What follows belongs to an exercise in optimizing a design on an open flow for small area, a short achievable clock period and few clock cycles per item; a production flow would make more cautious choices. In this exercise RTL edits were held to simulation tests only and were not proved equivalent to the original.

## booth_radix2_multiplier_core
module booth_radix2_multiplier_core #(
   parameter int MAX_WIDTH = 16
) (
   input  logic                      clock,
   input  logic                      reset,
   input  logic                          req_valid,
   output logic                          req_ready,
   input  logic [brm_pkg::IN_W-1:0]      req_multiplicand_bits,
   input  logic [brm_pkg::IN_W-1:0]      req_multiplier_bits,
   output logic                          rsp_valid,
   input  logic                          rsp_ready,
   output logic [brm_pkg::PRODUCT_W-1:0] rsp_product_bits,
   output logic                          rsp_negative,
   output logic [brm_pkg::MAG_W-1:0]     rsp_magnitude,
   input  logic                      csr_write_enable,
   input  logic [brm_pkg::CFG_W-1:0] csr_write_data
);
clock: 7.2 ns
lec_check: 0
abc_clock_period_in_ps: 2900
cap_margin: 20
core_margin: 2
core_utilization: 40
cts_buf_list: sky130_fd_sc_hd__clkbuf_8
place_density: 0.6
setup_slack_margin: 4.3
slew_margin: 20
tns_end_percent: 30
standard.sh (not shown) runs the stock make flow with config.mk's settings and CLKGATE_MAP_FILE= SYNTH_SCRIPT=/design/flow/synth_recipe.tcl, a recipe that flattens the netlist after the stock synthesis.
==> flow/flow/run.sh <==
#!/bin/bash
# Layout flow: the standard ORFS flow (standard.sh) with two changes:
#  1. synthesis: the same script, except that Yosys's "synth -run fine:" step
#     gets -noabc, so the quick ABC pass there does not re-encode the adder
#     trees before extract_fa (it leaves fewer inverters around the fa/ha
#     cells); flops, hierarchy flattening and renaming are as in synth_recipe.tcl.
#  2. port buffers are sky130_fd_sc_hd__buf_2 instead of the delay cell that
#     buffer_ports picks by default.
# Each tool's output goes to the ORFS logs under orfs/logs; make's own output
# goes to flow_make.log here.
set -euo pipefail
here=$(pwd)
sed 's|^proc synth {args} { yosys synth -nofsm -noshare {\*}\$args }|proc synth {args} { if {[lsearch -exact $args fine:] >= 0} { lappend args -noabc }; yosys synth -nofsm -noshare {*}$args }|' synth_recipe.tcl > flow_synth.tcl
grep -q -- '-noabc' flow_synth.tcl
sed -e "s|SYNTH_SCRIPT=[^ ]*|SYNTH_SCRIPT=$here/flow_synth.tcl|" \
    -e 's|"\${@:-finish}"|BUFFER_PORTS_ARGS="-buffer_cell sky130_fd_sc_hd__buf_2" "${@:-finish}"|' standard.sh > flow_standard_mod.sh
grep -q flow_synth.tcl flow_standard_mod.sh
bash flow_standard_mod.sh > flow_make.log 2>&1
The starting point completed without violations.
Testbench counts at the start, summed over its fixed seeds: cycles 8,024, items 8,000.
==> next run, changes <==
--- a/flow/config.mk
+++ b/flow/config.mk
@@ -8 +8 @@
-export ABC_CLOCK_PERIOD_IN_PS = 2900
+export ABC_CLOCK_PERIOD_IN_PS = 3100
@@ -14 +14 @@
-export SETUP_SLACK_MARGIN = 4.3
+export SETUP_SLACK_MARGIN = 4.1
@@ -16 +16 @@
-export TNS_END_PERCENT = 30
+export TNS_END_PERCENT = 50
After rerunning: The new run completed without violations; setup slack improved by 0.066 ns; first-iteration DRC count goes up by well over a third; design area goes down by a few percent; cell count goes down slightly; register-to-register slack improved by 0.07 ns; fmax goes up by a few percent; die area stays the same; core utilization goes down by 1.5 points; synthesized cell count is unchanged.
==> next run, changes <==
--- a/flow/config.mk
+++ b/flow/config.mk
@@ -13 +13 @@
-export PLACE_DENSITY = 0.6
+export PLACE_DENSITY = 0.5
@@ -16 +16 @@
-export TNS_END_PERCENT = 50
+export TNS_END_PERCENT = 30
Worst setup slack gets worse by 0.020 ns.
Utilization stays flat.
Via count drops slightly.
Final cell count climbs slightly.
Global-route usage climbs by 1.8 points.
Clock-buffer cell count stays the same.
Final area is about the same.
==> next run, changes <==
--- a/flow/config.mk
+++ b/flow/config.mk
@@ -13 +13 @@
-export PLACE_DENSITY = 0.5
+export PLACE_DENSITY = 0.6
@@ -16 +15,0 @@
-export TNS_END_PERCENT = 30
The new run completed without violations.
Setup slack got worse by 0.085 ns.
Flip-flop and latch count stays the same.
Cell area climbs by 0.40%.
Worst hold slack is worse by 0.040 ns.
Routed wire length is lower by 7.8%.
Synthesized cell count does not change.
Final cell count stays the same.
==> next run, changes <==
--- a/flow/config.mk
+++ b/flow/config.mk
@@ -8 +8 @@
-export ABC_CLOCK_PERIOD_IN_PS = 3100
+export ABC_CLOCK_PERIOD_IN_PS = 3200
@@ -14 +14 @@
-export SETUP_SLACK_MARGIN = 4.1
+export SETUP_SLACK_MARGIN = 4.0
@@ -15,0 +16 @@
+export TNS_END_PERCENT = 30
- routed wire length climbs by 0.56%
- cell area came out lower by 2.4%
- global-route usage came out higher by 0.80 points
- first-iteration DRC count goes down by 1.8%
- maximum frequency is about the same
- worst setup slack hardly moves

Setup of old:
booth_radix2_multiplier_core, a different RTL version from the one above (not shown whole).
Size in the first run: about 1,500 cells after synthesis, ~110 I/O pins, ~14,000 um2 of cells after synthesis.
==> flow/config.mk <==
export PLATFORM = sky130hd
export DESIGN_NAME = booth_radix2_multiplier_core
export DESIGN_NICKNAME = booth_radix2_multiplier_core
export VERILOG_FILES = /design/flow/design.v
export SDC_FILE = /design/flow/constraint.sdc
export NUM_CORES = 4
export LEC_CHECK = 0
export ABC_AREA = 1
export ABC_CLOCK_PERIOD_IN_PS = 3300
export CAP_MARGIN = 20
export CORE_MARGIN = 2
export CORE_UTILIZATION = 40
export PLACE_DENSITY = 0.6
export SETUP_SLACK_MARGIN = 3.9
export SLEW_MARGIN = 20
==> flow/constraint.sdc <==
create_clock -name core_clock -period 7.2 [get_ports {clock}]
set_input_delay 1.4400 -clock core_clock [delete_from_list [all_inputs] [get_ports {clock}]]
set_output_delay 1.4400 -clock core_clock [all_outputs]
set_load 0.01 [all_outputs]
Scripts as last shown in full above: flow/flow/run.sh
Testbench counts of old, summed over its fixed seeds: cycles 8,024, items 8,000.
Here is what was changed in the inputs of new compared with old.
- SETUP_SLACK_MARGIN changed from 3.9 to 4.0
- ABC_AREA removed (was 1)
- ABC_CLOCK_PERIOD_IN_PS changed from 3300 to 3200
--- outcome ---
- Total nets after synthesis was lower in the run labelled new.
- Synthesized-area fraction occupied by adder cells: new vs old down 0.25 points
- Between old and new, the flow reports final area decreasing by a few percent.
- Compared with old, in new worst-case setup margin in the final layout higher, mapped cell area grew by 180 um2.

re-timing with driven ports:
The results above use ideal ports. As a check the final layouts listed here were re-extracted and re-timed, cells and wires unchanged.
Step 1: set_driving_cell puts a clkbuf_16 on clock and a buf_2 on each other input, an assumption about the parent block.
Step 2 times the ports against the registers' clock, not the clock port: input delays grow and output delays shrink by t, the midpoint of the rising clock arrivals with the driver on.
Slacks: ideal ports / drivers / drivers and shift; pairs: ideal ports / drivers.
run | t (ns) | slack for setup (ns) | hold slack, ns | worst setup path at the end | clock arrival spread, ns
the first run of note 1 | 0.539 | 4.015 / 4.012 / 3.745 | 0.432 / 0.432 / 0.432 | input to register | 0.012 / 0.012
the second run of note 1 | 0.546 | 4.081 / 3.956 / 3.648 | 0.443 / 0.443 / 0.443 | input to register | 0.025 / 0.025
the third run of note 1 | 0.542 | 4.061 / 3.826 / 3.725 | 0.484 / 0.484 / 0.484 | input to register | 0.021 / 0.021
the fourth run of note 1 | 0.545 | 3.975 / 3.975 / 3.706 | 0.444 / 0.444 / 0.444 | input to register | 0.025 / 0.024
the fifth run of note 1 | 0.503 | 3.973 / 3.712 / 3.643 | 0.444 / 0.444 / 0.444 | input to register | 0.020 / 0.020
old | 0.493 | 3.711 / 3.678 / 3.678 | 0.422 / 0.422 / 0.422 | input to output | 0.013 / 0.013
new | 0.486 | 3.965 / 3.925 / 3.669 | 0.436 / 0.436 / 0.436 | input to register | 0.012 / 0.012
After both steps every run listed still meets setup and hold. The setup slack of the second run of note 1, which loses most, moves by -0.125 ns with the drivers and by -0.433 ns with both steps.
